This is an optimization exercise on Yosys and OpenROAD, whose aim is small area, a short achievable clock period and few clock cycles, not a production implementation.
The RTL was checked by simulation tests, not by an equivalence proof against the original design.
No activity file was given, so power comes from the tool's default toggle rates.

== build 66 ==
## vde_top
module vde_top (
    input  logic                       clk,
    input  logic                       reset,
    input  logic                       cmd_valid,
    input  logic [2:0]                 cmd_op,
    input  logic [vde_pkg::VAR_W-1:0]  cmd_var,
    input  logic                       cmd_value,
    output logic                       cmd_ready,
    output logic                       dec_valid,
    output logic [vde_pkg::VAR_W-1:0]  dec_var,
    output logic                       dec_phase,
    output logic                       dec_empty,
    input  logic                       dec_ready,
    output logic                       busy
);
    localparam int          NS      = 5;
    localparam logic [31:0] SPLIT   = {4'd0, 4'd0, 4'd0, 4'd2, 4'd3, 4'd3, 4'd3, 4'd3};
    localparam bit          ENC_SEP = 1'b0;
    localparam int          P       = ENC_SEP ? NS : NS - 1;
    localparam int          CAP     = 4;
    logic                      c_valid, c_value, c_decide, c_none, c_cnt_wr, hold;
    logic [2:0]                c_op;
    logic [vde_pkg::VAR_W-1:0] c_var, r_var;
    logic                      adv;
    logic [vde_pkg::MAX_VARS*vde_pkg::CNT_W-1:0] cnt_flat;
    logic [vde_pkg::MAX_VARS-1:0] free_flat, phase_flat;
    logic                      dec_push, dec_pop;
    logic [vde_pkg::DEC_W-1:0] dec_data;
    assign busy = 1'b0;
    cmd_intake #(.CAP(CAP)) u_intake (
        .clk       (clk),
        .reset     (reset),
        .cmd_valid (cmd_valid),
        .cmd_op    (cmd_op),
        .cmd_var   (cmd_var),
        .cmd_value (cmd_value),
        .cmd_ready (cmd_ready),
        .hold      (hold),
        .dec_pop   (dec_pop),
        .c_valid   (c_valid),
        .c_op      (c_op),
        .c_var     (c_var),
        .c_value   (c_value),
        .r_var     (r_var),
        .adv       (adv)
    );
    heap_store #(.PH_DLY(P)) u_store (
        .clk        (clk),
        .reset      (reset),
        .c_valid    (c_valid),
        .c_op       (c_op),
        .c_var      (c_var),
        .c_value    (c_value),
  ...
==> flow/config.mk <==
export PLATFORM = sky130hd
export DESIGN_NAME = vde_top
export DESIGN_NICKNAME = vde_top
export VERILOG_FILES = /design/flow/design.v
export SDC_FILE = /design/flow/constraint.sdc
export NUM_CORES = 8
export LEC_CHECK = 0
export CAP_MARGIN = 20
export CORE_MARGIN = 2
export CORE_UTILIZATION = 35
export CTS_CLUSTER_DIAMETER = 150
export CTS_CLUSTER_SIZE = 20
export PLACE_DENSITY = 0.47
export SLEW_MARGIN = 20
==> flow/constraint.sdc <==
create_clock -name core_clock -period 16.0 [get_ports {clk}]
set_input_delay 3.2000 -clock core_clock [delete_from_list [all_inputs] [get_ports {clk}]]
set_output_delay 3.2000 -clock core_clock [all_outputs]
set_load 0.01 [all_outputs]
standard.sh (not shown) runs the stock make flow with config.mk's settings and CLKGATE_MAP_FILE= SYNTH_SCRIPT=/design/flow/synth_recipe.tcl, a recipe that flattens the netlist after the stock synthesis.
==> flow/flow/run.sh <==
#!/bin/bash
# Standard layout, with timing repair asked to leave SETUP_MARGIN ns of
# setup slack beyond the design's clock period, and buf_4 cells as the port
# buffers. The synthesis is the standard one, unchanged. Each step's full
# output goes to a log of its own here.
set -euo pipefail
SETUP_MARGIN=12.2
bash standard.sh synth > synth.log 2>&1
bash standard.sh SETUP_SLACK_MARGIN=$SETUP_MARGIN \
    "BUFFER_PORTS_ARGS=-buffer_cell sky130_fd_sc_hd__buf_4" finish > layout.log 2>&1
Testbench counts of build 66, summed over its fixed seeds: cycles 57,168.
--- input diff build 66..build 5 ---
-- flow/flow/run.sh --
<<< build 66, line 6
set -euo pipefail
SETUP_MARGIN=12.2
bash standard.sh synth > synth.log 2>&1
>>> build 5, line 6
set -euo pipefail
SETUP_MARGIN=10.6
bash standard.sh synth > synth.log 2>&1
Results
- First element of the critical path = u_store.cnt[40][7]$_DFFE_PP_: build 66; first element of the critical path = u_store.cnt[26][1]$_DFFE_PP_: build 5
- For worst hold slack, build 66 and build 5 come out practically identical.
- Relative to build 66, shortest clock period the worst path allows after layout increased by 0.76 ns in build 5.
- Cell area: build 5 < build 66
### build 5 -> build 92
-- flow/flow/run.sh --
<<< build 5, line 6
set -euo pipefail
SETUP_MARGIN=10.6
bash standard.sh synth > synth.log 2>&1
>>> build 92, line 6
set -euo pipefail
SETUP_MARGIN=11.8
bash standard.sh synth > synth.log 2>&1
--- outcome ---
Build 5 has a lower post-detailed-routing wire length than build 92.
The critical path capture point comes out u_engine.g_stage[0].g_reg.q[38]$_DFF_P_ in one run and u_fifo.slots[2][4]$_DFFE_PP_ in the other, namely in build 92 and build 5 respectively.
Status: worst-skew pair later-pin latency parity (build 5, build 92)
Looking at combinational group share of total power across build 5 and build 92, the one that comes out higher is build 92.
The lower share of power burned in the clock network of build 5 and build 92 is in build 92.
The switching share of total power reported for build 92 is greater than that of build 5 by 1.2 points.
Modified inputs, build 63 compared to build 92
-- flow/flow/run.sh --
<<< build 92, line 6
set -euo pipefail
SETUP_MARGIN=11.8
bash standard.sh synth > synth.log 2>&1
>>> build 63, line 6
set -euo pipefail
SETUP_MARGIN=11
bash standard.sh synth > synth.log 2>&1
Signed area change from the synthesized netlist to the final layout sits lower in build 63 than in build 92.
Summary of build 63 over build 92: utilization now smaller; complex-gate fraction of the synthesized area comparable; depth of the most critical reg-to-reg path -5.
Between build 92 and build 63, the total power of the final layout is higher for build 92.
Diff build 92 -> build 63: post-detailed-route wirelength per cell went down about 1.4%, design area went down about 8%, non-clock buffer count went down about 54%.
Build 63: filler-free cell count of the finished design lower than build 92
Build 63 against build 92; total length of routed wires is down by a few percent.
Relative to build 63, the following input files were edited for build 22:
-- flow/flow/run.sh --
<<< build 63, line 6
set -euo pipefail
SETUP_MARGIN=11
bash standard.sh synth > synth.log 2>&1
>>> build 22, line 6
set -euo pipefail
SETUP_MARGIN=11.4
bash standard.sh synth > synth.log 2>&1
## What came out
The startpoint of the worst setup timing path comes out u_store.cnt[57][1]$_DFFE_PP_ in one run and u_intake.dr[5]$_DFFE_PN_ in the other, namely in build 63 and build 22 respectively.
The multiplexer share of the synthesized area was comparable across build 22 and build 63.
For worst hold slack, build 63 and build 22 come out practically identical.
Looking at global-route total usage across every layer across build 22 and build 63, the one that comes out higher is build 22.
Wire length ends up lower on build 63.
Routed length on met2 of build 22 exceeds that of build 63 slightly.
Delta (build 22 minus build 63): power density normalized to cell area barely changed; routed metal-1 wire length now sits higher.

## re-timing with driven ports
In the flow no input, the clock included, has a driving cell. The finished layouts below were timed again as built, in two steps.
Step 1, drivers: a clkbuf_16 drives clk and a buf_2 each remaining input, both assumed.
Step 2, shift: input delay + t, output delay - t, t = (earliest + latest rising clock arrival at the registers) / 2. This alone moves slack from input paths to output paths.
a / b / c = ideal / step 1 / step 2; a / b = the first two.
| run | shift t [ns] | setup WS [ns] | worst setup path after step 2 | latest minus earliest clock arrival (ns) | pins driven straight from the clock port |
|---|---|---|---|---|---|
| build 66 | 0.875 | 11.247 / 11.247 / 11.247 | register to register | 0.059 / 0.058 | 1 |
| build 5 | 0.871 | 10.489 / 10.489 / 10.489 | register to register | 0.050 / 0.049 | 1 |
| build 92 | 0.871 | 11.075 / 11.075 / 11.075 | register to register | 0.054 / 0.054 | 1 |
| build 63 | 0.867 | 10.863 / 10.863 / 10.863 | register to register | 0.054 / 0.053 | 1 |
| build 22 | 0.873 | 11.220 / 11.220 / 10.948 | input to register | 0.049 / 0.048 | 1 |
After both steps setup and hold are still met in every run listed. The setup slack of build 22, which loses most, moves by 0.000 ns with the drivers and by -0.272 ns with both steps.
